Source: an optimization exercise on an open RTL-to-GDS flow (aim: small area). Production flows keep margins and buffers that such runs may drop.

== before ==
## port_ingress_buffer
module port_ingress_buffer #(
  parameter  int DATA_WIDTH = 128,
  parameter  int PORT_NUB   = 16,
  parameter  int PORT_ID    = 3,
  parameter  int FIFO_DEPTH = 8,
  localparam int PW         = $clog2(PORT_NUB),
  localparam int CW         = $clog2(FIFO_DEPTH) + 1,
  localparam int WIDTH_PORT = 2*PW + DATA_WIDTH
) (
  input  logic                         clk,
  input  logic                         rst_n,
  input  logic                         in_valid,
  output logic                         in_ready,
  input  logic [PW-1:0]                in_rx_port,
  input  logic [DATA_WIDTH-1:0]        in_data,
  input  logic                         slot_start,
  input  logic                         grant,
  output logic [WIDTH_PORT-1:0]        port_out,
  output logic                         req_valid,
  output logic [CW-1:0]                fifo_count,
  output logic                         drop_err,
  output logic [7:0]                   stall_cnt
);
==> module port_ingress_buffer, before the edit <==
module port_ingress_buffer #(
  parameter  int DATA_WIDTH = 128,
  parameter  int PORT_NUB   = 16,
  parameter  int PORT_ID    = 3,
  parameter  int FIFO_DEPTH = 8,
  localparam int PW         = $clog2(PORT_NUB),
  localparam int CW         = $clog2(FIFO_DEPTH) + 1,
  localparam int WIDTH_PORT = 2*PW + DATA_WIDTH
) (
  input  logic                         clk,
  input  logic                         rst_n,
  input  logic                         in_valid,
  output logic                         in_ready,
  input  logic [PW-1:0]                in_rx_port,
  input  logic [DATA_WIDTH-1:0]        in_data,
  input  logic                         slot_start,
  input  logic                         grant,
  output logic [WIDTH_PORT-1:0]        port_out,
  output logic                         req_valid,
  output logic [CW-1:0]                fifo_count,
  output logic                         drop_err,
  output logic [7:0]                   stall_cnt
);
  localparam int                    PTRW  = CW - 1;
  localparam int                    EW    = PW + DATA_WIDTH;
  localparam logic [PW-1:0]         MY_ID = PW'(PORT_ID);
  logic [EW-1:0]         r_mem [FIFO_DEPTH];
  logic [PTRW-1:0]       r_wr_ptr;
  logic [PTRW-1:0]       r_rd_ptr;
  logic [FIFO_DEPTH-1:0] r_sel;        
  logic [CW-1:0]         r_count;
  logic                  r_drop_err;
  logic                  r_req_valid;
  logic [7:0]            r_stall;
  logic                  w_in_ready;
  logic                  w_push;
  logic                  w_loopback;
  logic                  w_store;
  logic                  w_pop;
  logic                  w_offer;
  logic [PTRW-1:0]       w_rd_nxt;
  logic [EW-1:0]         w_head;
  assign w_in_ready = !r_count[CW-1] && rst_n;
  assign w_push     = in_valid && w_in_ready;
  assign w_loopback = (in_rx_port == MY_ID);
  assign w_store    = w_push && !w_loopback;
  assign w_pop      = r_req_valid && grant;
  assign w_offer    = slot_start && (r_req_valid ? (grant && (r_count > CW'(1)))
                                                 : (r_count != '0));
  localparam int NWQ = 8;
  localparam int WQW = (EW + NWQ - 1) / NWQ;
  logic [EW-1:0] w_wdata;
  logic [1:0]    w_we_hi;
  logic [3:0]    w_we_lo;
  assign w_wdata = {in_rx_port, in_data};
  assign w_we_hi = {w_store && r_wr_ptr[2], w_store && !r_wr_ptr[2]};
  for (genvar j = 0; j < 4; j++) begin : g_lo
    assign w_we_lo[j] = (r_wr_ptr[1:0] == 2'(j));
  end
  for (genvar i = 0; i < FIFO_DEPTH; i++) begin : g_wr
    for (genvar q = 0; q < NWQ; q++) begin : g_q
      localparam int LO = q * WQW;
      localparam int HI = ((q + 1) * WQW < EW) ? (q + 1) * WQW - 1 : EW - 1;
      logic w_we;
      pib_and2 u_en (.a(w_we_hi[i / 4]), .b(w_we_lo[i % 4]), .y(w_we));
      always_ff @(posedge clk) begin
        if (w_we) r_mem[i][HI:LO] <= w_wdata[HI:LO];
      end
    end
  end
  always_ff @(posedge clk) begin
    if (!rst_n) begin
      r_wr_ptr    <= '0;
      r_rd_ptr    <= '0;
      r_sel       <= '0;
      r_count     <= '0;
      r_drop_err  <= 1'b0;
      r_req_valid <= 1'b0;
      r_stall     <= 8'd0;
    end else begin
      if (w_store) r_wr_ptr <= r_wr_ptr + 1'b1;
      r_rd_ptr   <= w_rd_nxt;
      r_count    <= r_count + CW'(w_store) - CW'(w_pop);
      r_drop_err <= w_push && w_loopback;
      if (!r_req_valid || grant) begin
        r_req_valid <= w_offer;
        for (int i = 0; i < FIFO_DEPTH; i++)
          r_sel[i] <= w_offer && (w_rd_nxt == PTRW'(i));
      end
      if (w_pop)
        r_stall <= 8'd0;
      else if (r_req_valid && slot_start && (r_stall != 8'hFF))
        r_stall <= r_stall + 8'd1;
    end
  end
  assign w_rd_nxt = r_rd_ptr + PTRW'(w_pop);
  logic [EW-1:0] w_g0_n, w_g1_n;
  for (genvar b = 0; b < EW; b++) begin : g_rd
    pib_aoi222 u_g0 (.a0(r_mem[0][b]), .s0(r_sel[0]), .a1(r_mem[1][b]), .s1(r_sel[1]),
                     .a2(r_mem[2][b]), .s2(r_sel[2]), .y(w_g0_n[b]));
    pib_aoi222 u_g1 (.a0(r_mem[3][b]), .s0(r_sel[3]), .a1(r_mem[4][b]), .s1(r_sel[4]),
                     .a2(r_mem[5][b]), .s2(r_sel[5]), .y(w_g1_n[b]));
    pib_rd_tail u_t (.g0_n(w_g0_n[b]), .g1_n(w_g1_n[b]), .a0(r_mem[6][b]), .s0(r_sel[6]),
                     .a1(r_mem[7][b]), .s1(r_sel[7]), .y(w_head[b]));
  end
  assign in_ready   = w_in_ready;
  assign port_out   = {w_head[EW-1:DATA_WIDTH] | (MY_ID & {PW{!r_req_valid}}),
                       MY_ID, w_head[DATA_WIDTH-1:0]};
  assign req_valid  = r_req_valid;
  assign fifo_count = r_count;
  assign drop_err   = r_drop_err;
  assign stall_cnt  = r_stall;
endmodule
clock: 4.0 ns
lec_check: 0
cap_margin: 20
core_margin: 2
core_utilization: 65
cts_buf_list: sky130_fd_sc_hd__clkbuf_8
cts_cluster_diameter: 65
cts_cluster_size: 19
slew_margin: 20
synth_hierarchical: 1
synth_minimum_keep_size: 0
standard.sh (not shown) runs the stock make flow with config.mk's settings and CLKGATE_MAP_FILE= SYNTH_SCRIPT=/design/flow/synth_recipe.tcl, a recipe that flattens the netlist after the stock synthesis.
==> flow/flow/run.sh <==
#!/bin/bash
# Standard ORFS layout (the standard.sh, standard synthesis unchanged), with
# every input and output port buffered by a minimum-size buffer cell instead
# of the cell buffer_ports picks by default, and no dummy clock loads in CTS.
set -euo pipefail
export BUFFER_PORTS_ARGS="-buffer_cell sky130_fd_sc_hd__buf_1"
export CTS_ARGS="-sink_clustering_enable -repair_clock_nets -dont_use_dummy_load -buf_list sky130_fd_sc_hd__clkbuf_8 -sink_clustering_size 19 -sink_clustering_max_diameter 65"
bash standard.sh > standard.log 2>&1
[inputs] after vs before
--- a/flow/design.v
+++ b/flow/design.v
@@ -47,7 +47,7 @@
   assign w_pop      = r_req_valid && grant;
   assign w_offer    = slot_start && (r_req_valid ? (grant && (r_count > CW'(1)))
                                                  : (r_count != '0));
-  localparam int NWQ = 8;
+  localparam int NWQ = 2;
   localparam int WQW = (EW + NWQ - 1) / NWQ;
   logic [EW-1:0] w_wdata;
   logic [1:0]    w_we_hi;
[summary]
- Both conditions hold for after: the flow ran to the end and the final layout passed the timing, design-rule and antenna checks.
- Parity-gate share of the synthesized area counting xor and xnor cells: before vs after — no meaningful difference
- Area added between synthesis and finish: after > before
- Comparing before with after, the cell area came out essentially unchanged.
- Summary: with before as the reference, via count in after moved down slightly.
- There was hardly any difference in routed wire length between before and after.
No run of this note included a check of the RTL's function; only the layout flow was run.

==> what the ideal ports hide <==
No port has a modelled driver above. Below, the same layouts with a new extraction and two added sets of constraints. Step 1 assumes that a clkbuf_16 drives the clock port and a buf_2 every other input. Step 2 adds t to the input delays and takes it off the output delays; t is the mean of the earliest and latest rising clock arrival at the registers after step 1. Input paths then give back, and output paths get back, about the clock's delay inside the block. Slacks: no drivers / after step 1 / after step 2; pairs: no drivers / after step 1.
run | t (ns) | slack for setup (ns) | latest minus earliest clock arrival (ns) | worst register clock-pin slew, ns | cell pins on the clock port's net
before | 0.722 | 0.482 / 0.419 / 0.692 | 0.040 / 0.041 | 0.11 / 0.11 | 1
after | 0.717 | 0.595 / 0.535 / 0.584 | 0.056 / 0.056 | 0.12 / 0.12 | 1
After both steps setup and hold are still met in every run listed. For after, which loses most, drivers alone change the setup slack by -0.060 ns; drivers and shift together by -0.011 ns.
